Background: an optimization exercise with open tools, aiming at small area. Do not read the settings as production practice.
The RTL was checked by simulation tests, not by an equivalence proof against the original design.
Power figures rest on the tool's default switching activity, not on a simulated workload. The clock port is modelled as an ideal driver; clocking choices that lean on that would not hold on a real chip.

==> design/flow/design.v <==
package side_ch_pkg;
	localparam int REG_DATA_W = 32;
	localparam int REG_ADDR_W = 4;
	localparam logic [REG_ADDR_W-1:0] REG_TRIG_SEL     = 4'd0;
	localparam logic [REG_ADDR_W-1:0] REG_RSSI_TH      = 4'd1;
	localparam logic [REG_ADDR_W-1:0] REG_CAP_LEN      = 4'd2;
	localparam logic [REG_ADDR_W-1:0] REG_EVENT_SEL    = 4'd3;
	localparam logic [REG_ADDR_W-1:0] REG_ADDR2_TARGET = 4'd4;
	localparam logic [REG_ADDR_W-1:0] REG_ARM          = 4'd5;
	localparam logic [REG_ADDR_W-1:0] REG_CNT_BASE     = 4'd8;
	localparam logic [REG_ADDR_W-1:0] REG_DROP_CNT     = 4'd14;
	localparam int NUM_EVENTS = 6;
	localparam int COUNTER_W  = 16;
	localparam int RSSI_W     = 11;
	localparam int ADDR2_W    = 48;
	localparam int IQ_W      = 16;
	localparam int CAP_LEN_W = 8;
	localparam int TRIG_W    = 2;
	localparam logic [TRIG_W-1:0] TRIG_FREE_RUN = 2'd0;
	localparam logic [TRIG_W-1:0] TRIG_RSSI     = 2'd1;
	localparam logic [TRIG_W-1:0] TRIG_FCS_OK   = 2'd2;
	localparam int CAP_STATE_W = 2;
	localparam logic [CAP_STATE_W-1:0] CAP_IDLE  = 2'd0;
	localparam logic [CAP_STATE_W-1:0] CAP_ARMED = 2'd1;
	localparam logic [CAP_STATE_W-1:0] CAP_RUN   = 2'd2;
	localparam int FIFO_DEPTH = 16;
	localparam int FIFO_AW    = 4;
	localparam int STREAM_W   = 64;
	typedef logic [2*IQ_W-1:0] iq_sample_t;
	typedef logic [NUM_EVENTS-1:0][COUNTER_W-1:0] counter_arr_t;
endpackage
`timescale 1ns/1ps
import side_ch_pkg::*;
module side_ch_reg_bank
(
	input  logic                     clk,
	input  logic                     arst_n,
	input  logic                     reg_wr,
	input  logic                     reg_rd,
	input  logic [REG_ADDR_W-1:0]    reg_addr,
	input  logic [REG_DATA_W-1:0]    reg_wdata,
	input  logic [NUM_EVENTS-1:0][COUNTER_W-1:0] counters,
	input  logic [REG_DATA_W-1:0]    drop_cnt,
	output logic [REG_DATA_W-1:0]    reg_rdata,
	output logic                     reg_rvalid,
	output logic [TRIG_W-1:0]        cfg_trig_sel,
	output logic signed [RSSI_W-1:0] cfg_rssi_th,
	output logic [CAP_LEN_W-1:0]     cfg_cap_len,
	output logic [NUM_EVENTS-1:0]    cfg_event_sel,
	output logic [REG_DATA_W-1:0]    cfg_addr2_target,
	output logic                     cfg_arm,
	output logic [NUM_EVENTS-1:0]    cfg_counter_clr
);
	logic                  wr_q;
	logic [REG_ADDR_W-1:0] addr_q;
	logic [REG_DATA_W-1:0] rd_next;
	assign cfg_arm = wr_q && (addr_q == REG_ARM);
	always_comb
	begin
		for (int i = 0; i < NUM_EVENTS; i++)
		begin
			cfg_counter_clr[i] = wr_q && (addr_q == REG_ADDR_W'(REG_CNT_BASE + i));
		end
	end
	always_ff @(posedge clk)
	begin
		addr_q <= reg_addr;
	end
	always_ff @(posedge clk or negedge arst_n)
	begin
		if (!arst_n)
		begin
			cfg_trig_sel     <= '0;
			cfg_rssi_th      <= '0;
			cfg_cap_len      <= '0;
			cfg_event_sel    <= '0;
			cfg_addr2_target <= '0;
			wr_q             <= 1'b0;
		end
		else
		begin
			wr_q <= reg_wr;
			if (reg_wr)
			begin
				case (reg_addr)
					REG_TRIG_SEL:     cfg_trig_sel     <= reg_wdata[TRIG_W-1:0];
					REG_RSSI_TH:      cfg_rssi_th      <= $signed(reg_wdata[RSSI_W-1:0]);
					REG_CAP_LEN:      cfg_cap_len      <= reg_wdata[CAP_LEN_W-1:0];
					REG_EVENT_SEL:    cfg_event_sel    <= reg_wdata[NUM_EVENTS-1:0];
					REG_ADDR2_TARGET: cfg_addr2_target <= reg_wdata;
					default:          ;
				endcase
			end
		end
	end
	logic [15:0] rd_sel;
	always_comb
	begin
		for (int a = 0; a < 16; a++)
			rd_sel[a] = (reg_addr == REG_ADDR_W'(a));
		rd_next = ({REG_DATA_W{rd_sel[REG_TRIG_SEL]}}     & REG_DATA_W'(cfg_trig_sel))
		        | ({REG_DATA_W{rd_sel[REG_RSSI_TH]}}      & {{(REG_DATA_W-RSSI_W){1'b0}}, cfg_rssi_th})
		        | ({REG_DATA_W{rd_sel[REG_CAP_LEN]}}      & REG_DATA_W'(cfg_cap_len))
		        | ({REG_DATA_W{rd_sel[REG_EVENT_SEL]}}    & REG_DATA_W'(cfg_event_sel))
		        | ({REG_DATA_W{rd_sel[REG_ADDR2_TARGET]}} & cfg_addr2_target)
		        | ({REG_DATA_W{rd_sel[REG_DROP_CNT]}}     & drop_cnt);
		for (int i = 0; i < NUM_EVENTS; i++)
			rd_next = rd_next | ({REG_DATA_W{rd_sel[REG_CNT_BASE + i]}} & REG_DATA_W'(counters[i]));
	end
	always_ff @(posedge clk)
	begin
		reg_rdata <= rd_next;
	end
	always_ff @(posedge clk or negedge arst_n)
	begin
		if (!arst_n)
			reg_rvalid <= 1'b0;
		else
			reg_rvalid <= reg_rd;
	end
endmodule
`timescale 1ns/1ps
import side_ch_pkg::*;
module side_ch_event_counters
(
	input  logic                     clk,
	input  logic                     arst_n,
	input  logic                     short_preamble_detected,
	input  logic                     long_preamble_detected,
	input  logic                     pkt_header_valid_strobe,
	input  logic                     pkt_header_valid,
	input  logic                     fcs_in_strobe,
	input  logic                     fcs_ok,
	input  logic                     phy_tx_start,
	input  logic                     phy_tx_done,
	input  logic                     tx_pkt_need_ack,
	input  logic                     pkt_for_me,
	input  logic [ADDR2_W-1:0]       addr2,
	input  logic                     rssi_above,
	output logic [NUM_EVENTS-1:0][COUNTER_W-1:0] counters,
	input  logic [NUM_EVENTS-1:0]    cfg_event_sel,
	input  logic [REG_DATA_W-1:0]    cfg_addr2_target,
	input  logic [NUM_EVENTS-1:0]    cfg_counter_clr
);
	logic                  fcs_good;
	logic                  addr2_match;
	logic                  rssi_above_d;
	logic                  rssi_cross;
	logic [NUM_EVENTS-1:0] ev;
	assign fcs_good    = fcs_in_strobe && fcs_ok;
	assign addr2_match = (addr2[REG_DATA_W-1:0] == cfg_addr2_target);
	assign rssi_cross  = rssi_above && !rssi_above_d;
	always_comb
	begin
		ev[0] = cfg_event_sel[0] ? long_preamble_detected : short_preamble_detected;
		ev[1] = pkt_header_valid_strobe &&
			(cfg_event_sel[1] ? !pkt_header_valid : pkt_header_valid);
		ev[2] = fcs_in_strobe && (cfg_event_sel[2] ? !fcs_ok : fcs_ok);
		ev[3] = cfg_event_sel[3] ? phy_tx_done : phy_tx_start;
		ev[4] = fcs_good && (cfg_event_sel[4] ? pkt_for_me : addr2_match);
		ev[5] = cfg_event_sel[5] ? (phy_tx_start && tx_pkt_need_ack) : rssi_cross;
	end
	always_ff @(posedge clk or negedge arst_n)
	begin
		if (!arst_n)
			rssi_above_d <= 1'b0;
		else
			rssi_above_d <= rssi_above;
	end
	logic [NUM_EVENTS-1:0][COUNTER_W-1:0] cnt_inc;
	for (genvar i = 0; i < NUM_EVENTS; i++)
	begin : g_inc
		logic [COUNTER_W:0]   carry;
		logic [COUNTER_W-1:0] cnt;
		assign cnt      = counters[i];
		assign carry[0] = ev[i];
		for (genvar b = 0; b < COUNTER_W; b++)
		begin : g_bit
			assign cnt_inc[i][b] = cnt[b] ^ carry[b];
			if (b == COUNTER_W/2 - 1)
				assign carry[b+1] = ev[i] & (&cnt[b:0]);
			else
				assign carry[b+1] = cnt[b] & carry[b];
		end
	end
	always_ff @(posedge clk or negedge arst_n)
	begin
		if (!arst_n)
		begin
			counters <= '0;
		end
		else
		begin
			for (int i = 0; i < NUM_EVENTS; i++)
			begin
				if (cfg_counter_clr[i])
					counters[i] <= '0;
				else
					counters[i] <= cnt_inc[i];
			end
		end
	end
endmodule
`timescale 1ns/1ps
import side_ch_pkg::*;
module side_ch_iq_capture
(
	input  logic                     clk,
	input  logic                     arst_n,
	input  logic [2*IQ_W-1:0]        sample0_in,
	input  logic [2*IQ_W-1:0]        sample1_in,
	input  logic                     sample_in_strobe,
	input  logic                     rssi_above,
	input  logic                     fcs_in_strobe,
	input  logic                     fcs_ok,
	output logic [STREAM_W-1:0]      take_word,
	output logic                     take,
	output logic                     take_last,
	input  logic [TRIG_W-1:0]        cfg_trig_sel,
	input  logic [CAP_LEN_W-1:0]     cfg_cap_len,
	input  logic                     cfg_arm
);
	logic [CAP_STATE_W-1:0] state;
	logic [CAP_LEN_W-1:0]   remaining;
	logic                   fcs_seen;
	logic                   trig_hit;
	logic                   last_word;
	assign take_word = {sample1_in[IQ_W-1:0], sample1_in[2*IQ_W-1:IQ_W],
	                    sample0_in[IQ_W-1:0], sample0_in[2*IQ_W-1:IQ_W]};
	always_comb
	begin
		case (cfg_trig_sel)
			TRIG_RSSI:   trig_hit = rssi_above;
			TRIG_FCS_OK: trig_hit = fcs_seen;
			default:     trig_hit = 1'b1;
		endcase
	end
	assign take      = sample_in_strobe && ((state == CAP_RUN) || ((state == CAP_ARMED) && trig_hit));
	assign last_word = (remaining == CAP_LEN_W'(1));
	assign take_last = take && last_word;
	always_ff @(posedge clk or negedge arst_n)
	begin
		if (!arst_n)
		begin
			state <= CAP_IDLE;
		end
		else
		begin
			if (take)
				state <= last_word ? CAP_IDLE : CAP_RUN;
			else if ((state == CAP_IDLE) && cfg_arm && (cfg_cap_len != '0))
				state <= CAP_ARMED;
			else if (state == CAP_STATE_W'(3))
				state <= CAP_IDLE;
		end
	end
	always_ff @(posedge clk)
	begin
		begin
			case (state)
				CAP_IDLE:
				begin
					if (cfg_arm && (cfg_cap_len != '0))
					begin
						remaining <= cfg_cap_len;
						fcs_seen  <= 1'b0;
					end
				end
				CAP_ARMED:
				begin
					if (fcs_in_strobe && fcs_ok)
						fcs_seen <= 1'b1;
				end
				default:  ;
			endcase
			if (take)
				remaining <= remaining - CAP_LEN_W'(1);
		end
	end
endmodule
`timescale 1ns/1ps
import side_ch_pkg::*;
module side_ch_stream_fifo
(
	input  logic                  clk,
	input  logic                  arst_n,
	input  logic [STREAM_W-1:0]   take_word,
	input  logic                  take,
	input  logic                  take_last,
	input  logic                  m_axis_tready,
	output logic                  m_axis_tvalid,
	output logic [STREAM_W-1:0]   m_axis_tdata,
	output logic                  m_axis_tlast,
	output logic [REG_DATA_W-1:0] drop_cnt
);
	logic [STREAM_W:0]       mem [0:FIFO_DEPTH-1];
	logic [FIFO_AW:0]        count;
	logic                    full;
	logic                    offered;
	logic                    push;
	logic                    pop;
	logic                    full_nx;
	logic                    shift;
	logic [FIFO_AW-1:0]      head;
	logic [STREAM_W:0]       rd_word;
	assign full = count[FIFO_AW];
	assign push = offered && !full;
	assign pop  = m_axis_tvalid && m_axis_tready;
	assign full_nx = !pop && (full || (offered && (count == (FIFO_AW+1)'(FIFO_DEPTH-1))));
	assign shift   = take && !full_nx;
	assign head    = count[FIFO_AW-1:0] + (push ? FIFO_AW'(0) : FIFO_AW'(FIFO_DEPTH-1));
	logic                  drop_ev;
	logic [REG_DATA_W-1:0] drop_inc;
	assign drop_ev = offered && full;
	for (genvar k = 0; k < REG_DATA_W/8; k++)
	begin : g_drop_byte
		logic [8:0] c;
		if (k == 0)
			assign c[0] = drop_ev;
		else
			assign c[0] = drop_ev && (&drop_cnt[8*k-1:0]);
		for (genvar b = 0; b < 8; b++)
		begin : g_bit
			assign drop_inc[8*k+b] = drop_cnt[8*k+b] ^ c[b];
			assign c[b+1]          = drop_cnt[8*k+b] & c[b];
		end
	end
	always_ff @(posedge clk)
	begin
		if (shift)
		begin
			mem[0] <= {take_last, take_word};
			for (int i = 1; i < FIFO_DEPTH; i++)
				mem[i] <= mem[i-1];
		end
	end
	always_comb
	begin
		rd_word = '0;
		for (int i = 0; i < FIFO_DEPTH; i++)
		begin
			rd_word = rd_word | ({(STREAM_W+1){head == FIFO_AW'(i)}} & mem[i]);
		end
	end
	assign m_axis_tvalid = (count != '0);
	assign m_axis_tdata  = rd_word[STREAM_W-1:0];
	assign m_axis_tlast  = rd_word[STREAM_W];
	always_ff @(posedge clk or negedge arst_n)
	begin
		if (!arst_n)
		begin
			offered  <= 1'b0;
			count    <= '0;
			drop_cnt <= '0;
		end
		else
		begin
			offered <= take;
			count   <= count + (FIFO_AW+1)'(push) - (FIFO_AW+1)'(pop);
			drop_cnt <= drop_inc;
		end
	end
endmodule
`timescale 1ns/1ps
import side_ch_pkg::*;
module side_ch
(
	input  logic                     clk,
	input  logic                     arst_n,
	input  logic                     reg_wr,
	input  logic                     reg_rd,
	input  logic [REG_ADDR_W-1:0]    reg_addr,
	input  logic [REG_DATA_W-1:0]    reg_wdata,
	output logic [REG_DATA_W-1:0]    reg_rdata,
	output logic                     reg_rvalid,
	input  logic                     short_preamble_detected,
	input  logic                     long_preamble_detected,
	input  logic                     pkt_header_valid_strobe,
	input  logic                     pkt_header_valid,
	input  logic                     fcs_in_strobe,
	input  logic                     fcs_ok,
	input  logic                     phy_tx_start,
	input  logic                     phy_tx_done,
	input  logic                     tx_pkt_need_ack,
	input  logic                     pkt_for_me,
	input  logic [ADDR2_W-1:0]       addr2,
	input  logic signed [RSSI_W-1:0] rssi_half_db,
	input  logic [2*IQ_W-1:0]        sample0_in,
	input  logic [2*IQ_W-1:0]        sample1_in,
	input  logic                     sample_in_strobe,
	output logic                     m_axis_tvalid,
	output logic [STREAM_W-1:0]      m_axis_tdata,
	output logic                     m_axis_tlast,
	input  logic                     m_axis_tready
);
	logic [NUM_EVENTS-1:0][COUNTER_W-1:0] counters;
	logic [REG_DATA_W-1:0] drop_cnt;
	logic [STREAM_W-1:0]   take_word;
	logic                  take;
	logic                  take_last;
	logic                  rssi_above;
	logic [TRIG_W-1:0]        cfg_trig_sel;
	logic signed [RSSI_W-1:0] cfg_rssi_th;
	logic [CAP_LEN_W-1:0]     cfg_cap_len;
	logic [NUM_EVENTS-1:0]    cfg_event_sel;
	logic [REG_DATA_W-1:0]    cfg_addr2_target;
	logic                     cfg_arm;
	logic [NUM_EVENTS-1:0]    cfg_counter_clr;
	assign rssi_above = (rssi_half_db > cfg_rssi_th);
	side_ch_reg_bank i_reg_bank (
		.clk        (clk),
		.arst_n     (arst_n),
		.reg_wr     (reg_wr),
		.reg_rd     (reg_rd),
		.reg_addr   (reg_addr),
		.reg_wdata  (reg_wdata),
		.counters   (counters),
		.drop_cnt   (drop_cnt),
		.reg_rdata  (reg_rdata),
		.reg_rvalid (reg_rvalid),
		.cfg_trig_sel     (cfg_trig_sel),
		.cfg_rssi_th      (cfg_rssi_th),
		.cfg_cap_len      (cfg_cap_len),
		.cfg_event_sel    (cfg_event_sel),
		.cfg_addr2_target (cfg_addr2_target),
		.cfg_arm          (cfg_arm),
		.cfg_counter_clr  (cfg_counter_clr)
	);
	side_ch_event_counters i_event_counters (
		.clk                     (clk),
		.arst_n                  (arst_n),
		.short_preamble_detected (short_preamble_detected),
		.long_preamble_detected  (long_preamble_detected),
		.pkt_header_valid_strobe (pkt_header_valid_strobe),
		.pkt_header_valid        (pkt_header_valid),
		.fcs_in_strobe           (fcs_in_strobe),
		.fcs_ok                  (fcs_ok),
		.phy_tx_start            (phy_tx_start),
		.phy_tx_done             (phy_tx_done),
		.tx_pkt_need_ack         (tx_pkt_need_ack),
		.pkt_for_me              (pkt_for_me),
		.addr2                   (addr2),
		.rssi_above              (rssi_above),
		.counters                (counters),
		.cfg_event_sel           (cfg_event_sel),
		.cfg_addr2_target        (cfg_addr2_target),
		.cfg_counter_clr         (cfg_counter_clr)
	);
	side_ch_iq_capture i_iq_capture (
		.clk              (clk),
		.arst_n           (arst_n),
		.sample0_in       (sample0_in),
		.sample1_in       (sample1_in),
		.sample_in_strobe (sample_in_strobe),
		.rssi_above       (rssi_above),
		.fcs_in_strobe    (fcs_in_strobe),
		.fcs_ok           (fcs_ok),
		.take_word        (take_word),
		.take             (take),
		.take_last        (take_last),
		.cfg_trig_sel     (cfg_trig_sel),
		.cfg_cap_len      (cfg_cap_len),
		.cfg_arm          (cfg_arm)
	);
	side_ch_stream_fifo i_stream_fifo (
		.clk           (clk),
		.arst_n        (arst_n),
		.take_word     (take_word),
		.take          (take),
		.take_last     (take_last),
		.m_axis_tready (m_axis_tready),
		.m_axis_tvalid (m_axis_tvalid),
		.m_axis_tdata  (m_axis_tdata),
		.m_axis_tlast  (m_axis_tlast),
		.drop_cnt      (drop_cnt)
	);
endmodule
==> design/flow/flow/run.sh <==
#!/bin/bash
# ORFS layout through the standard.sh with three changes:
#  - synthesis is the standard flow's own script (synth_recipe.tcl) with only the combinational
#    mapping changed: no adder cells are extracted (ADDER_MAP_FILE empty), and abc
#    runs flow/area.abc, an area-oriented mapping, in place of the flow's speed
#    script (flip-flop mapping, flattening and naming are unchanged);
#  - port buffers use the smallest buffer cell;
#  - clock tree synthesis uses clkbuf_16 sink clusters of up to 32 flip-flops within
#    120 um, without dummy loads.
set -euo pipefail
W=$(pwd)
cat > "$W/flow_synth.tcl" <<EOS
proc abc {args} {
  set i [lsearch -exact \$args -script]
  if {\$i >= 0} { set args [lreplace \$args [expr {\$i+1}] [expr {\$i+1}] $W/flow/area.abc] }
  yosys abc {*}\$args
}
source $W/synth_recipe.tcl
EOS
bash standard.sh finish \
  "SYNTH_SCRIPT=$W/flow_synth.tcl" \
  "ADDER_MAP_FILE=" \
  "BUFFER_PORTS_ARGS=-buffer_cell sky130_fd_sc_hd__buf_1" \
  "CTS_ARGS=-sink_clustering_enable -repair_clock_nets -dont_use_dummy_load -buf_list sky130_fd_sc_hd__clkbuf_16 -sink_clustering_size 32 -sink_clustering_max_diameter 120" \
  > make_finish.log 2>&1
==> design/flow/flow/area.abc <==
&get -n
&st
&dch
&nf -R 1000 -p -C 32 -F 8
&put
==> design/flow/standard.sh <==
#!/bin/bash
# synth_recipe.tcl (not shown) runs the flow's synth.tcl, then flattens the netlist and writes it again
# the make line also repeats each setting of config.mk as NAME=value (left out here)
make -C /OpenROAD-flow-scripts/flow DESIGN_CONFIG=/design/flow/config.mk WORK_HOME=/design/flow/orfs CLKGATE_MAP_FILE= SYNTH_SCRIPT=/design/flow/synth_recipe.tcl "${@:-finish}"
==> design/flow/config.mk <==
export PLATFORM = sky130hd
export DESIGN_NAME = side_ch
export DESIGN_NICKNAME = side_ch
export VERILOG_FILES = /design/flow/design.v
export SDC_FILE = /design/flow/constraint.sdc
export NUM_CORES = 4
export LEC_CHECK = 0
export CAP_MARGIN = 20
export CORE_MARGIN = 2
export CORE_UTILIZATION = 70
export GPL_TIMING_DRIVEN = 0
export SLEW_MARGIN = 20
==> design/flow/constraint.sdc <==
create_clock -name core_clock -period 6.0 [get_ports {clk}]
set_input_delay 1.2000 -clock core_clock [delete_from_list [all_inputs] [get_ports {clk}]]
set_output_delay 1.2000 -clock core_clock [all_outputs]
set_load 0.01 [all_outputs]
==> results of run 1 <==
-- cell families (layout without fill, tap and decap cells) --
| family | count (synthesis) | in the layout |
|---|---|---|
| compound gates | 543 | 543 |
| xor+xnor | 85 | 85 |
| fa+ha+maj | 2 | 2 |
| buf+inv | 12 | 442 |
| flops | 1283 | 1283 |
| mux | 61 | 61 |
| other cells | 0 | 6 |
| simple gates | 599 | 599 |
-- through the flow --
step                instance area, µm²  cells  util [%]
floorplan                        46580   2585         -
global placement                 48630   3706     73.97
detailed placement               51550   3833     78.40
CTS                              52700   3879     80.16
global route                     52720   3882     80.19
finish                           52730   3885     80.20
-- placed cells by master (no fill, tap or decap), drive strengths merged, types with 6 or more instances in the layout --
cell / count
buf: 384
o21ai: 11
nand3: 51
a22o: 54
nor3: 69
a211oi: 10
diode: 6
nor2b: 29
nand4b: 13
edfxtp: 1049
mux2: 57
nand2b: 11
xor2: 51
a21oi: 52
a22oi: 73
xnor2: 34
nor2: 88
clkinv: 12
clkbuf: 46
nand2: 143
nor3b: 6
and2: 22
dfxtp: 36
a221oi: 44
o21a: 9
nor4: 13
a31oi: 8
and3: 50
and4: 38
a222oi: 260
dfrtp: 198
nand4: 52
-- report_power, final --
part | internal (µW) | leakage [µW] | total (µW) | switching [µW]
registers | 11800 | 0.0129 | 12800 | 990
logic | 3300 | 0.00435 | 8480 | 5180
clock network | 1390 | 0.000567 | 3820 | 2430
total | 16500 | 0.0178 | 25100 | 8600
-- flip-flops by register name (all words and copies together), names as in the netlist --
register                       cells
i_stream_fifo.mem               1040
i_event_counters.counters         96
i_reg_bank.cfg_addr2_target       32
i_reg_bank.reg_rdata              32
i_stream_fifo.drop_cnt            32
i_reg_bank.cfg_rssi_th            11
i_iq_capture.remaining             8
i_reg_bank.cfg_cap_len             8
i_reg_bank.cfg_event_sel           6
i_stream_fifo.count                5
i_reg_bank.addr_q                  4
i_iq_capture.state                 2
i_reg_bank.cfg_trig_sel            2
i_event_counters.rssi_above_d      1
i_iq_capture.fcs_seen              1
i_reg_bank.reg_rvalid              1
i_reg_bank.wr_q                    1
i_stream_fifo.offered              1
-- routing by layer --
metal / vias up / wire length [µm] / track usage [%]
li1: 11850 / - / -
met5: - / 42 / 0
met3: 174 / 10670 / 4.678
met2: 1515 / 53770 / 51.52
met4: 6 / 2658 / 8.318
met1: 13910 / 39240 / 42.40
-- what timing repair did --
item                                    4_1_cts  5_1_grt
endpoints found under the setup margin       38        0
resized for setup                             1        0
buffers inserted                              0        0
-- worst max path at each step --
| stage | start | endpoint | slack (ns) | cells after the start |
|---|---|---|---|---|
| after floorplan | rssi_half_db[5] | i_stream_fifo.mem[0][0] | -13.72 | 10 |
| after global placement | rssi_half_db[1] | i_stream_fifo.mem[8][1] | -18.29 | 11 |
| after detailed placement | rssi_half_db[0] | i_stream_fifo.mem[6][1] | -0.33 | 23 |
| after CTS | i_stream_fifo.offered | m_axis_tdata[15] | 0.24 | 12 |
| after global routing | i_stream_fifo.count[4] | m_axis_tdata[31] | 0.03 | 12 |
| final | i_stream_fifo.offered | m_axis_tdata[15] | 0.22 | 12 |
-- cell type report --
| type | instances | area (µm²) |
|---|---|---|
| antenna | 6 | 15.01 |
| fill | 3346 | 13020 |
| tap | 864 | 1081 |
| clock buffer | 46 | 1151 |
| timing repair buffer | 384 | 3715 |
| inverter | 12 | 45.04 |
| sequential | 1283 | 37180 |
| multi-input combinational | 1290 | 9547 |
==> notes.md, run 1 <==
Outcome:
- The flow ran to the end and the layout has no timing, DRC or antenna violations.

Min path:
- The path with the worst hold slack has its endpoint at i_stream_fifo.mem[7][31].
- The cell depth of the worst min-delay path is 0.
- The min-delay analysis places its worst path in the category reg2reg.
- The startpoint of the tightest hold check path is i_stream_fifo.mem[6][31].

Clocking:
- The CTS sink count is 1,283.
- After clock tree synthesis, the flow added hold-fix buffers numbering 0.
- TritonCTS built the clock tree.
- The clock latency of the later-clocked register in the worst-skew pair is 0.64 ns.
- The CTS buffer count is 46.
- Clock-pin slew was measured on the worst setup and hold paths at 0.12 ns.
- CTS built an H-tree with a depth of 2.
- The cell at the root of the clock tree is sky130_fd_sc_hd__clkbuf_16.
- The deepest clock path buffer count is 3.

Critical path:
- The maximum single-stage delay on the critical path is 0.54 ns.
- The highest fanout seen on the critical path is 16.
- At the worst endpoint, the arrival time is 4.58 ns.
- The worst setup path is launched from a flip-flop.
- The reg-to-reg endpoint is i_stream_fifo.mem[12][1].
- The number of cells on the worst reg-to-reg path is 22.
- For this design, the slowest cell found on the critical path is sky130_fd_sc_hd__xnor2_2.
- Data on the critical path is required at its endpoint by 4.80 ns.
- The critical path contains buffers and inverters numbering 4 combined.
- The worst register-to-register path has a setup slack of 0.54 ns.
- Walking the worst path, the cells encountered are nor2b_1 -> or3_1 -> xnor2_2 -> nand2_1 -> nor2_4 -> buf_16 -> buf_12 -> buf_16 -> a222oi_1 -> and4_1 -> nand3_1 -> buf_1.
- The worst setup path is captured at an output port.
- The cell family contributing the most delay on the critical path is simple AND/OR/NAND/NOR gates.
- The origin of the critical flop-to-flop path is i_reg_bank.cfg_rssi_th[0].
- By startpoint and endpoint, the worst setup path is classified as reg2out.
- By instance count, the cell type seen most on the critical path is sky130_fd_sc_hd__buf_16.

Placement:
- The HPWL reported at the end of detailed placement is 71.57 mm.
- Timing analysis after detailed placement gives a worst setup slack of -0.3290 ns.
- During placement, the flow inserted port buffers numbering 257.
- At the end of routability-driven placement, the weighted congestion stood at 0.8368.

Yosys:
- Of the total synthesized cell area, the portion taken by XOR and XNOR cells is 1.600%.
- Counting every net in the synthesized netlist gives 2,760.
- The top cell type by total area after synthesis is sky130_fd_sc_hd__edfxtp_1.
- The count of different cell masters after synthesis is 50.
- The leading register cell type out of synthesis is sky130_fd_sc_hd__edfxtp_1.
- The commonest cells after synthesis are sky130_fd_sc_hd__edfxtp_1, sky130_fd_sc_hd__a222oi_1, sky130_fd_sc_hd__dfrtp_1, sky130_fd_sc_hd__nand2_1, sky130_fd_sc_hd__nor2_1.
- The share of synthesized area occupied by flip-flops and latches is 79.89%.
- In this run the biggest area consumer among cell types represents 67.69% of the synthesized area.
- Averaged over all synthesized cells, the footprint is 18.00 µm².
- After synthesis, the largest family of logic cells by area is compound AO/OA/AOI/OAI gates.
- Summing the areas of all compound-gate instances in the mapped netlist gives 10.09% of the synthesized area.
- The synthesized design contains 1,049 enable-type register cells.
- Counting flops and latches in the post-synthesis netlist gives 1,283.
- The share of synthesized cell area in full adder, half adder and majority cells is 0.04302%.
- After synthesis, the share of flip-flops with an asynchronous set or reset is 15.43%.
- The synthesized instance count is 2,585.
- The area fraction in and, or, nand and nor cells after synthesis is 6.813%.
- In this run the cell area of the synthesized design comes to 0.04653 mm².
- The Yosys warning count is 5.
- The cell with the most instances after synthesis is sky130_fd_sc_hd__edfxtp_1.
- The share of cell area taken by muxes after synthesis is 1.465%.
- Ranked by total cell area, the synthesized netlist is headed by sky130_fd_sc_hd__edfxtp_1, sky130_fd_sc_hd__dfrtp_1, sky130_fd_sc_hd__a222oi_1, sky130_fd_sc_hd__dfxtp_1, sky130_fd_sc_hd__mux2_1.

Flow run:
- Max-cap violations in this run came to 0.

Die:
- The starting density of the core is 70.78%.
- The floorplan core area is 0.06575 mm².
- 274 I/O pins were placed.
- The floorplan step defined a die boundary enclosing 0.06856 mm².
- The width of the die is 261.8 µm.
- The row count is 94.
- The overall die height is 261.8 µm.

Cells and area:
- After the last flow step, the layout net total stands at 3,192.
- Cells with a size suffix above 1 make up 6.866% of the layout.
- The area added between synthesis and finish is 13.31%.

STA:
- The total count of max-transition violations in the final report is 0.
- For the final routed database, the setup TNS stands at 0 ns.
- Setup repair after global routing left no endpoint under its margin.
- The post-layout minimum cycle time is 5.778 ns.
- The highest clock rate is 0.1731 GHz.
- Across all setup checks in the final design, the least slack found is 0.2224 ns.
- The worst clock skew is 0.08223 ns.
- The final number of setup-violating endpoints is 0.
- The number of failing hold endpoints at the final stage is 0.
- The worst path uses 96.29% of the clock period.
- For the pin with the worst max-slew slack, the measured transition is 0.9104 ns.
- On the final layout, the worst hold slack is 0.4534 ns.
- The headroom to the max-slew limit is 38.84%.

Detailed routing:
- The remaining antenna violation count is 0.
- The number of vias per cell is 7.066.
- In the routed design, unresolved DRC markers number 0.
- The total wire length after detailed routing is 106.4 mm.
- The per-cell routed wire length is 27.38 µm.
- The final route contains 27.45k vias.
- The first TritonRoute pass finished after 10 iterations.
- The detailed router finished its first iteration with 4,072 violations.

Global route:
- The via count of the first global-routing pass is 27.42k.
- For this run the aggregate overflow at the end of global routing stands at 0.
- The number of antenna violations at the first check in global routing was 6.
- The first global-routing pass estimated 159.2 mm of wire.
- Entering global routing, the biggest net connects 34 pins.
- The total routing usage reported by global routing is 30.54%.

Power:
- The maximum resistive drop on vdd is 0.3359 mV.
- For this design the static power due to leakage is 0.01782 µW.
- For this design the ratio of total power to cell area is 475.9 mW/mm².
- The total design power is 25,090 µW.
==> run 2: changes to the inputs <==
--- a/design/flow/config.mk
+++ b/design/flow/config.mk
@@ -7,6 +7,5 @@
 export LEC_CHECK = 0
-export CAP_MARGIN = 20
+export CAP_MARGIN = 5
 export CORE_MARGIN = 2
 export CORE_UTILIZATION = 70
-export GPL_TIMING_DRIVEN = 0
-export SLEW_MARGIN = 20
+export SLEW_MARGIN = 5
==> notes.md, run 2 <==
Outcome:
- The run finished with no timing, DRC or antenna violations.

Flow run:
- The max-capacitance violation count is 0 (unchanged).

STA:
- The headroom to the max-slew limit is 17.57% (-21 points).
- The highest clock rate is 0.1741 GHz (+0.60%).
- The post-layout minimum cycle time is 5.743 ns (-0.03450 ns).
- The fraction of the cycle the final worst path needs was 95.72% (-0.58 points).
- The final worst hold slack is 0.4370 ns (-0.01637 ns).
- The final number of setup-violating endpoints is 0 (unchanged).
- The final sum of negative setup slack came to 0 ns (unchanged).
- The total count of max-transition violations in the final report is 0 (unchanged).
- The actual transition at the worst max-transition pin came to 1.227 ns (+0.3166 ns).
- Setup repair after global routing left no endpoint under its margin.
- The final setup slack of the worst path is 0.2569 ns (+0.03450 ns).
- The number of failing hold endpoints at the final stage is 0 (unchanged).
- The worst clock skew was 0.07905 ns (-0.003188 ns).

Clocking:
- The CTS sink count is 1,283 (unchanged).
- TritonCTS built the clock tree.
- The post-CTS setup buffer count came to 0 (unchanged).
- The root buffer cell chosen for the clock tree is sky130_fd_sc_hd__clkbuf_16.
- The CTS buffer count is 46 (unchanged).
- The clock latency of the later-clocked register in the worst-skew pair is 0.62 ns (-0.02 ns).
- The deepest clock path buffer count is 3 (unchanged).
- The post-CTS clock slew at the launch and capture registers of the worst setup and hold paths is 0.12 ns (about the same).
- The count of H-tree levels built during CTS is 2 (unchanged).

Global route:
- The total routing usage reported by global routing is 29.13% (-1.4 points).
- The final global-route overflow total is 0 (unchanged).
- The number of antenna violations at the first check in global routing is 2 (-4).
- The maximum number of pins on one net before global-route repair is 216 (+540%).
- The via count of the first global-routing pass is 26.51k (-3.3%).
- The first-pass GRT wire length is 152.4 mm (-4.2%).

Critical path:
- The critical path in this run is classified as reg2out.
- The buffering stage count on the worst path with inverters included was 2 (-2).
- The arrival time reported for the critical path endpoint is 4.54 ns (-0.04 ns).
- Walking the worst path, the cells encountered are nor2b_1 -> or3_1 -> xnor2_2 -> nand2_1 -> nor2_4 -> buf_12 -> a22oi_1 -> and3_1 -> nand4_1 -> buf_1.
- STA classifies the critical path endpoint as an output port.
- The endpoint required time on the critical path is 4.80 ns (about the same).
- The highest fanout seen on the critical path came to 54 (+38).
- The worst setup path is launched from a flip-flop.
- The maximum single-stage delay on the critical path came to 0.54 ns (about the same).
- The cell with the largest stage delay on the worst path is sky130_fd_sc_hd__xnor2_2.
- The cell family contributing the most delay on the critical path is simple AND/OR/NAND/NOR gates.

Yosys:
- The synthesized cell area is 0.04653 mm² (unchanged).
- The synthesized area per cell is 18.00 µm² (unchanged).
- sky130_fd_sc_hd__edfxtp_1 is the most common cell in the netlist.
- The count of different cell masters after synthesis was 50 (unchanged).
- By area the synthesized netlist is led by sky130_fd_sc_hd__edfxtp_1, sky130_fd_sc_hd__dfrtp_1, sky130_fd_sc_hd__a222oi_1, sky130_fd_sc_hd__dfxtp_1, sky130_fd_sc_hd__mux2_1.
- The top cell type by total area after synthesis is sky130_fd_sc_hd__edfxtp_1.
- The most used flip-flop cell after synthesis is sky130_fd_sc_hd__edfxtp_1.
- The share of async-settable or async-resettable flops after synthesis came to 15.43% (unchanged).
- The commonest cells after synthesis are sky130_fd_sc_hd__edfxtp_1, sky130_fd_sc_hd__a222oi_1, sky130_fd_sc_hd__dfrtp_1, sky130_fd_sc_hd__nand2_1, sky130_fd_sc_hd__nor2_1.
- The Yosys warning count is 5 (unchanged).
- The number of nets produced by synthesis is 2,760 (unchanged).
- The share of synthesized area occupied by flip-flops and latches is 79.89% (unchanged).
- The count of flip-flops with a built-in enable after synthesis is 1,049 (unchanged).
- The synthesized instance count is 2,585 (unchanged).
- The share of Yosys cell area claimed by the top area cell type was 67.69% (unchanged).
- The flip-flop and latch count after synthesis is 1,283 (unchanged).

Placement:
- The HPWL reported at the end of detailed placement is 60.16 mm (-16%).
- The worst slack at placement is 0.4748 ns (+0.8038 ns).
- The total instance count after detailed placement was 3,759 (-1.9%).
- The placer congestion estimate is 0.8567 (+2.4%).
- The count of buffers from port buffering is 257 (unchanged).

Power:
- The power density relative to cell area is 474.2 mW/mm² (-0.36%).
- The switching power is 8247 µW (-4.1%).
- The leakage power total was 0.01693 µW (-5.0%).
- The fraction of power consumed by sequential logic is 53.4% (+2.4 points).
- The proportion of total power due to net switching is 34.37% (+0.11 points).
- The internal power contribution is 15,750 µW (-4.5%).
- The power share of the combinational group was 30.8% (-3.0 points).
- The maximum resistive drop on vdd came to 0.3273 mV (-2.6%).
- The clock share of power is 15.8% (+0.6 points).

Min path:
- The kind of path behind the tightest hold check is reg2reg.

Cells and area:
- The fraction of layout cells with a size suffix above 1 is 4.181% (-2.7 points).
- The flip-flop count of the largest register after layout came to 1,040 (unchanged).
- The largest registers in the layout are i_stream_fifo.mem: 1040 flops, i_event_counters.counters: 96 flops.
- Leaving out fill and tap cells, the most frequent cell in the layout is sky130_fd_sc_hd__edfxtp_1.
- More flip-flops sit in one register than any other, and that register is i_stream_fifo.mem.
- Compared with the post-synthesis result, the final layout area differs by 8.747%.
- The final layout net count was 3,119 (-2.3%).
- In the layout the commonest cells are sky130_fd_sc_hd__edfxtp_1, sky130_fd_sc_hd__a222oi_1, sky130_fd_sc_hd__buf_1, sky130_fd_sc_hd__dfrtp_1, sky130_fd_sc_hd__nand2_1.
- The final cell count without fillers was 3,807 (-2.0%).

Die:
- The starting density of the core is 70.78% (unchanged).
- The floorplan core area is 0.06575 mm² (unchanged).
- The overall die height was 261.8 µm (unchanged).
- The row count came to 94 (unchanged).
- The top-level port count came to 274 (unchanged).
- The width of the die is 261.8 µm (unchanged).
- The die area came to 0.06856 mm² (unchanged).

Detailed routing:
- The violation count after the first detailed-route iteration is 4,093 (+0.52%).
- The length of the first detailed-routing pass in iterations is 10 (unchanged).
- The post-route DRC violation count is 0 (unchanged).
- The per-cell routed wire length is 26.44 µm (-3.4%).
- The remaining antenna violation count is 0 (unchanged).
- The number of vias per cell is 7.056 (-0.14%).
- The number of vias in the routed layout was 26.86k (-2.1%).
- The total wire length after detailed routing is 100.7 mm (-5.4%).
==> run 2: logic make-up after synthesis <==
kind of cell | share of synthesized area [%]
AO/OA/AOI/OAI | 10.09
XOR/XNOR | 1.600
adder cells (fa/ha/maj) | 0.04302
buffers and inverters | 0.09679
flip-flops | 79.89
multiplexers | 1.465
AND/OR/NAND/NOR | 6.813
==> run 2: per-layer routing <==
layer	vias up	global-route usage [%]	routed length, µm
met5	-	0	27
met1	13620	41.52	38130
met4	4	8.223	2714
li1	11660	-	-
met3	158	4.051	9525
met2	1419	48.21	50250
==> run 2: metrics by stage <==
step	power [µW]	utilization [%]	instance area [µm²]
finish	24000	76.97	50600
global route	25040	76.97	50600
CTS	24080	76.97	50600
detailed placement	20330	75.20	49440
global placement	20020	75.20	49440
floorplan	17610	-	46580
==> run 2: timing repair <==
action / 4_1_cts / 5_1_grt
hold endpoints to repair: 0 / 0
endpoints found under the setup margin: 57 / 0
gates resized for setup: 1 / 0
hold buffers: 0 / 0
==> run 2: worst register-to-register path: stages, from the launching register on <==
cell	delay (ns)
sky130_fd_sc_hd__dfrtp_1	0.47
sky130_fd_sc_hd__nand4_1	0.24
sky130_fd_sc_hd__nand2b_1	0.25
sky130_fd_sc_hd__nor2b_1	0.24
sky130_fd_sc_hd__and3_1	0.28
sky130_fd_sc_hd__nand3_1	0.16
sky130_fd_sc_hd__nor2b_1	0.26
sky130_fd_sc_hd__and3_1	0.34
sky130_fd_sc_hd__nor2b_1	0.34
sky130_fd_sc_hd__nand2_1	0.14
sky130_fd_sc_hd__nor2_1	0.28
sky130_fd_sc_hd__nand3_1	0.20
sky130_fd_sc_hd__nand3b_1	0.27
sky130_fd_sc_hd__nor2b_1	0.27
sky130_fd_sc_hd__nand3_1	0.18
sky130_fd_sc_hd__nor2b_1	0.24
sky130_fd_sc_hd__nand3_1	0.18
sky130_fd_sc_hd__nor2b_1	0.24
sky130_fd_sc_hd__nand3_1	0.15
sky130_fd_sc_hd__nor2b_1	0.15
==> run 2: power groups by stage <==
stage	Combinational, µW	Sequential [µW]	Clock (µW)
global placement	7190	12800	0
floorplan	4140	13500	0
detailed placement	7360	13000	0
finish	7400	12800	3790
global route	7940	13000	4110
CTS	7420	12800	3860
==> run 2: area by class of cell <==
| cell class | instances | area, µm² |
|---|---|---|
| flip-flops and latches | 1283 | 37180 |
| fillers | 3674 | 15140 |
| multi-input cells | 1291 | 9508 |
| repair buffers | 310 | 1642 |
| clock buffers | 46 | 1151 |
| well taps | 864 | 1081 |
| inverters | 12 | 45.04 |
| diodes | 1 | 2.502 |
==> run 2: worst paths after layout <==
check                                           from                     endpoint  slack [ns]  cells after the start
max                            i_stream_fifo.offered             m_axis_tdata[10]        0.26                     10
min                        i_stream_fifo.mem[12][64]    i_stream_fifo.mem[13][64]        0.44                      0
max reg2reg                i_stream_fifo.drop_cnt[0]   i_stream_fifo.drop_cnt[30]        1.02                     19
min reg2reg                i_stream_fifo.mem[12][64]    i_stream_fifo.mem[13][64]        0.44                      0
max in group asynchronous                     arst_n  i_reg_bank.cfg_event_sel[2]        4.10                      2
min in group asynchronous                     arst_n   i_stream_fifo.drop_cnt[31]        0.54                      1
==> run 3: changes to the inputs <==
--- a/design/flow/design.v
+++ b/design/flow/design.v
@@ -408,3 +408,23 @@
 	logic [NUM_EVENTS-1:0]    cfg_counter_clr;
-	assign rssi_above = (rssi_half_db > cfg_rssi_th);
+	localparam int RSSI_LO = 6;
+	logic [RSSI_W-1:0]      ua;
+	logic [RSSI_W-1:0]      ub;
+	logic [RSSI_LO:0]       gt_lo;
+	logic [RSSI_W-RSSI_LO:0] gt_hi0;
+	logic [RSSI_W-RSSI_LO:0] gt_hi1;
+	assign ua = {~rssi_half_db[RSSI_W-1], rssi_half_db[RSSI_W-2:0]};
+	assign ub = {~cfg_rssi_th[RSSI_W-1], cfg_rssi_th[RSSI_W-2:0]};
+	assign gt_lo[0]  = 1'b0;
+	assign gt_hi0[0] = 1'b0;
+	assign gt_hi1[0] = 1'b1;
+	for (genvar b = 0; b < RSSI_LO; b++)
+	begin : g_gt_lo
+		assign gt_lo[b+1] = (ua[b] & ~ub[b]) | (ua[b] & gt_lo[b]) | (~ub[b] & gt_lo[b]);
+	end
+	for (genvar b = 0; b < RSSI_W - RSSI_LO; b++)
+	begin : g_gt_hi
+		assign gt_hi0[b+1] = (ua[RSSI_LO+b] & ~ub[RSSI_LO+b]) | (ua[RSSI_LO+b] & gt_hi0[b]) | (~ub[RSSI_LO+b] & gt_hi0[b]);
+		assign gt_hi1[b+1] = (ua[RSSI_LO+b] & ~ub[RSSI_LO+b]) | (ua[RSSI_LO+b] & gt_hi1[b]) | (~ub[RSSI_LO+b] & gt_hi1[b]);
+	end
+	assign rssi_above = gt_lo[RSSI_LO] ? gt_hi1[RSSI_W-RSSI_LO] : gt_hi0[RSSI_W-RSSI_LO];
 	side_ch_reg_bank i_reg_bank (
--- a/design/flow/flow/run.sh
+++ b/design/flow/flow/run.sh
@@ -7,3 +7,3 @@
 #  - port buffers use the smallest buffer cell;
-#  - clock tree synthesis uses clkbuf_16 sink clusters of up to 32 flip-flops within
+#  - clock tree synthesis uses clkbuf_16 sink clusters of up to 30 flip-flops within
 #    120 um, without dummy loads.
@@ -23,3 +23,3 @@
   "BUFFER_PORTS_ARGS=-buffer_cell sky130_fd_sc_hd__buf_1" \
-  "CTS_ARGS=-sink_clustering_enable -repair_clock_nets -dont_use_dummy_load -buf_list sky130_fd_sc_hd__clkbuf_16 -sink_clustering_size 32 -sink_clustering_max_diameter 120" \
+  "CTS_ARGS=-sink_clustering_enable -repair_clock_nets -dont_use_dummy_load -buf_list sky130_fd_sc_hd__clkbuf_16 -sink_clustering_size 30 -sink_clustering_max_diameter 120" \
   > make_finish.log 2>&1
--- a/design/flow/config.mk
+++ b/design/flow/config.mk
@@ -7,5 +7,5 @@
 export LEC_CHECK = 0
-export CAP_MARGIN = 5
+export CAP_MARGIN = 20
 export CORE_MARGIN = 2
 export CORE_UTILIZATION = 70
-export SLEW_MARGIN = 5
+export SLEW_MARGIN = 20
==> notes.md, run 3 <==
Detailed routing:
- The number of vias per cell came to 7.088 (+0.46%).
- The total wire length after detailed routing came to 104.8 mm (+4.1%).
- The number of vias in the routed layout was 27.16k (+1.1%).
- The remaining antenna violation count is 0 (unchanged).
- The post-route DRC violation count was 0 (unchanged).
- The violation count after the first detailed-route iteration is 4,508 (+10%).
- The per-cell routed wire length is 27.35 µm (+3.5%).
- The length of the first detailed-routing pass in iterations is 10 (unchanged).

STA:
- The final sum of negative setup slack is 0 ns (unchanged).
- The worst clock skew is 0.03135 ns (-0.04770 ns).
- The highest clock rate came to 0.1852 GHz (+6.4%).
- The final number of setup-violating endpoints is 0 (unchanged).
- The number of failing hold endpoints at the final stage came to 0 (unchanged).
- Setup repair after global routing left no endpoint under its margin.
- The fraction of the cycle the final worst path needs is 90.00% (-5.7 points).
- The post-layout minimum cycle time was 5.400 ns (-0.3431 ns).
- The final worst hold slack came to 0.4474 ns (+0.01044 ns).
- The actual transition at the worst max-transition pin is 1.114 ns (-0.1129 ns).
- The total count of max-transition violations in the final report is 0 (unchanged).
- The headroom to the max-slew limit came to 25.45% (+7.9 points).

Cells and area:
- The final layout net count is 3,141 (+0.71%).
- The area added between synthesis and finish is 9.259%.
- The area of the multi-input gates came to 0.009432 mm² (-0.80%).
- The fraction of layout cells with a size suffix above 1 is 5.466% (+1.3 points).
- The largest registers in the layout are i_stream_fifo.mem: 1040 flops, i_event_counters.counters: 96 flops.
- The footprint of the flip-flops and latches is 0.03718 mm² (unchanged).
- The total of fill cells in the finished design was 3,715 (+1.1%).
- Ranked by flip-flop count, first place goes to i_stream_fifo.mem.
- The flip-flop count of the largest register after layout is 1,040 (unchanged).
- In the layout the commonest cells are sky130_fd_sc_hd__edfxtp_1, sky130_fd_sc_hd__a222oi_1, sky130_fd_sc_hd__buf_1, sky130_fd_sc_hd__dfrtp_1, sky130_fd_sc_hd__nand2_1.
- The most common cell after layout, fill and taps aside is sky130_fd_sc_hd__edfxtp_1.

Critical path:
- The cell family contributing the most delay on the critical path is simple AND/OR/NAND/NOR gates.
- The endpoint kind of the worst setup timing path is an output port.
- The highest fanout seen on the critical path is 37 (-31%).
- The kind of start point of the critical path is a flip-flop.
- The arrival time reported for the critical path endpoint is 4.20 ns (-0.34 ns).
- The setup path with the least slack is of type reg2out.
- The endpoint required time on the critical path came to 4.80 ns (about the same).
- Among all stages on the critical path, the largest delay is contributed by sky130_fd_sc_hd__buf_4.
- The maximum single-stage delay on the critical path is 0.56 ns (+0.02 ns).
- The buffering stage count on the worst path with inverters included came to 2 (unchanged).
- Traced cell by cell, the critical path runs through nor2b_1 -> or3_1 -> xnor2_1 -> nand2_1 -> nor2_4 -> buf_4 -> a222oi_1 -> and4_1 -> nand4_1 -> buf_1.

Die:
- The overall die height is 261.7 µm (about the same).
- The top-level port count is 274 (unchanged).
- The floorplan core area is 0.06575 mm² (unchanged).
- The row count is 94 (unchanged).
- The width of the die is 261.7 µm (about the same).
- The starting density of the core is 70.69% (-0.093 points).
- The die area came to 0.06847 mm² (-0.13%).

Yosys:
- The Yosys warning count was 5 (unchanged).
- Sorting the synthesized cells by how often they occur yields sky130_fd_sc_hd__edfxtp_1, sky130_fd_sc_hd__a222oi_1, sky130_fd_sc_hd__dfrtp_1, sky130_fd_sc_hd__nand2_1, sky130_fd_sc_hd__nor2_1.
- The largest total area in the synthesized netlist belongs to sky130_fd_sc_hd__edfxtp_1.
- The share of synthesized area occupied by flip-flops and latches is 79.99% (+0.11 points).
- The share of async-settable or async-resettable flops after synthesis is 15.43% (unchanged).
- The synthesized instance count is 2,577 (-0.31%).
- The flip-flop and latch count after synthesis is 1,283 (unchanged).
- The cell with the most instances after synthesis is sky130_fd_sc_hd__edfxtp_1.
- The synthesized cell area is 0.04647 mm² (-0.13%).
- The count of different cell masters after synthesis came to 49 (-2.0%).
- Among all flip-flop cells after synthesis, the most frequent one is sky130_fd_sc_hd__edfxtp_1.
- The share of Yosys cell area claimed by the top area cell type is 67.78% (+0.089 points).
- The number of nets produced by synthesis is 2,752 (-0.29%).
- The synthesized area per cell was 18.03 µm² (+0.18%).
- Ranked by total cell area, the synthesized netlist is headed by sky130_fd_sc_hd__edfxtp_1, sky130_fd_sc_hd__dfrtp_1, sky130_fd_sc_hd__a222oi_1, sky130_fd_sc_hd__dfxtp_1, sky130_fd_sc_hd__mux2_1.
- The count of flip-flops with a built-in enable after synthesis came to 1,049 (unchanged).

Global route:
- The final global-route overflow total is 0 (unchanged).
- The total routing usage reported by global routing is 30.47% (+1.3 points).
- The number of antenna violations at the first check in global routing is 3 (+1).
- The maximum number of pins on one net before global-route repair is 126 (-42%).
- The first-pass GRT wire length is 158.2 mm (+3.8%).
- The via count of the first global-routing pass was 27.08k (+2.2%).

Clocking:
- The clock latency of the later-clocked register in the worst-skew pair was 0.64 ns (+0.02 ns).
- The count of H-tree levels built during CTS is 2 (unchanged).
- The count of cells resized by post-cts repair is 0 (-1).
- The post-CTS clock slew at the launch and capture registers of the worst setup and hold paths is 0.11 ns (about the same).
- The CTS sink count came to 1,283 (unchanged).
- The hold buffer count at CTS is 0 (unchanged).
- TritonCTS built the clock tree.
- The cell at the root of the clock tree is sky130_fd_sc_hd__clkbuf_16.
- The deepest clock path buffer count was 3 (unchanged).
- The post-CTS setup buffer count is 0 (unchanged).
- The CTS buffer count came to 48 (+4.3%).

Power:
- The maximum resistive drop on vdd came to 0.6170 mV (+89%).
- The leakage power total is 0.01705 µW (+0.72%).
- The power density relative to cell area is 470.8 mW/mm² (-0.72%).

Min path:
- The kind of path behind the tightest hold check is reg2reg.

Placement:
- The placer congestion estimate is 0.8844 (+3.2%).
- The HPWL reported at the end of detailed placement is 63.61 mm (+5.7%).
- The count of buffers from port buffering is 257 (unchanged).

Flow run:
- The max-capacitance violation count is 0 (unchanged).

Outcome:
- The run finished with no timing, DRC or antenna violations.
==> run 3: cell types whose count changed in the layout (fill, tap and decap cells not counted), sizes merged, moves of 6 or more <==
cell    before  now
clkinv      12   18
maj3         2   12
a222oi     260  285
and2        22   15
nand4       52   62
nor2b       29   19
a22oi       73   83
a22o        54   31
buf        309  339
nand4b      13    5
a221oi      44   20
nor2        89  100
and4        38   56
nand3       51   40
==> run 3: kinds of logic (layout without fill, tap and decap cells) <==
| family | after synthesis | after routing | share of synthesized area [%] |
|---|---|---|---|
| flops | 1283 | 1283 | 79.99 |
| simple gates | 600 | 600 | 6.841 |
| compound gates | 521 | 521 | 9.757 |
| xor+xnor | 84 | 84 | 1.583 |
| mux | 59 | 59 | 1.422 |
| buf+inv | 18 | 405 | 0.1454 |
| fa+ha+maj | 12 | 12 | 0.2585 |
| other cells | 0 | 3 | 0 |
==> run 3: cell type report <==
class / count / area share [%]
multi-input cells: 1276 / 18.57
well taps: 864 / 2.129
clock buffers: 48 / 2.366
repair buffers: 339 / 3.558
flip-flops and latches: 1283 / 73.21
diodes: 3 / 0.01478
inverters: 18 / 0.1429
==> run 3: through the flow <==
stage | cell area (µm²) | worst slack [ns] | cells | total power, µW | utilization [%]
floorplan | 46550 | -14.79 | 2577 | 17490 | -
global placement | 49560 | 0.4560 | 3779 | 19840 | 75.37
detailed placement | 49560 | 0.3720 | 3779 | 20120 | 75.38
CTS | 50760 | 0.6011 | 3827 | 23950 | 77.21
global route | 50770 | 0.3147 | 3829 | 24890 | 77.22
finish | 50780 | 0.6000 | 3831 | 23900 | 77.23
==> run 3: worst reg2reg max path: stages, from the launching register on <==
cell and delay (ns):
sky130_fd_sc_hd__dfrtp_1 0.41, sky130_fd_sc_hd__nand2b_4 0.14, sky130_fd_sc_hd__maj3_2 0.29, sky130_fd_sc_hd__maj3_2 0.30, sky130_fd_sc_hd__maj3_2 0.30, sky130_fd_sc_hd__maj3_2 0.29
sky130_fd_sc_hd__maj3_2 0.31, sky130_fd_sc_hd__nor3_2 0.15, sky130_fd_sc_hd__a311o_1 0.18, sky130_fd_sc_hd__a32oi_1 0.12, sky130_fd_sc_hd__nor2b_1 0.24, sky130_fd_sc_hd__and3_1 0.24
sky130_fd_sc_hd__and2_0 0.24, sky130_fd_sc_hd__nand2_1 0.13, sky130_fd_sc_hd__nor2_1 0.16, sky130_fd_sc_hd__and3_1 0.23, sky130_fd_sc_hd__and2_0 0.16, sky130_fd_sc_hd__and3_1 0.25
sky130_fd_sc_hd__and3_1 0.26, sky130_fd_sc_hd__and3_1 0.17, sky130_fd_sc_hd__nor3_1 0.04
==> run 3: final timing paths <==
path	start	end	slack [ns]	cells past startpoint
setup / recovery	i_stream_fifo.offered	m_axis_tdata[34]	0.60	10
hold / removal	i_stream_fifo.mem[6][18]	i_stream_fifo.mem[7][18]	0.45	0
setup reg to reg	i_reg_bank.cfg_rssi_th[0]	i_event_counters.counters[95]	1.28	20
hold reg to reg	i_stream_fifo.mem[6][18]	i_stream_fifo.mem[7][18]	0.45	0
max in group asynchronous	arst_n	i_reg_bank.cfg_addr2_target[30]	4.07	2
min in group asynchronous	arst_n	i_reg_bank.cfg_addr2_target[1]	0.72	1
==> run 3: metal layers <==
layer	GRT usage (%)	wire [µm]
met2	51.20	52600
met4	9.991	3463
met5	0	33
met3	4.437	9969
met1	41.91	38720
==> run 3: where the power goes <==
group / leakage [µW] / total (µW) / switching [µW] / internal [µW]
logic: 0.00355 / 7200 / 4810 / 2400
clock network: 0.000592 / 3880 / 2430 / 1450
registers: 0.0129 / 12800 / 990 / 11800

## what the ideal ports hide
No port has a modelled driver above. Below, the same layouts with a new extraction and two added sets of constraints.
Step 1 assumes that a clkbuf_16 drives the clock port and a buf_2 every other input.
Step 2 adds t to the input delays and takes it off the output delays; t is the mean of the earliest and latest rising clock arrival at the registers after step 1. Input paths then give back, and output paths get back, about the clock's delay inside the block.
Three values: ideal, step 1, step 2; two values: the first two.
run	t (ns)	setup WS [ns]	hold slack, ns
run 1	0.661	0.222 / 0.155 / -0.316	0.453 / 0.453 / 0.453
run 2	0.661	0.257 / 0.190 / 0.499	0.437 / 0.437 / 0.437
run 3	0.693	0.600 / 0.533 / 0.392	0.447 / 0.447 / 0.447
Met with ideal ports but missed after step 2: setup timing in run 1. The setup slack of run 1, which loses most, moves by -0.067 ns with the drivers and by -0.538 ns with both steps.
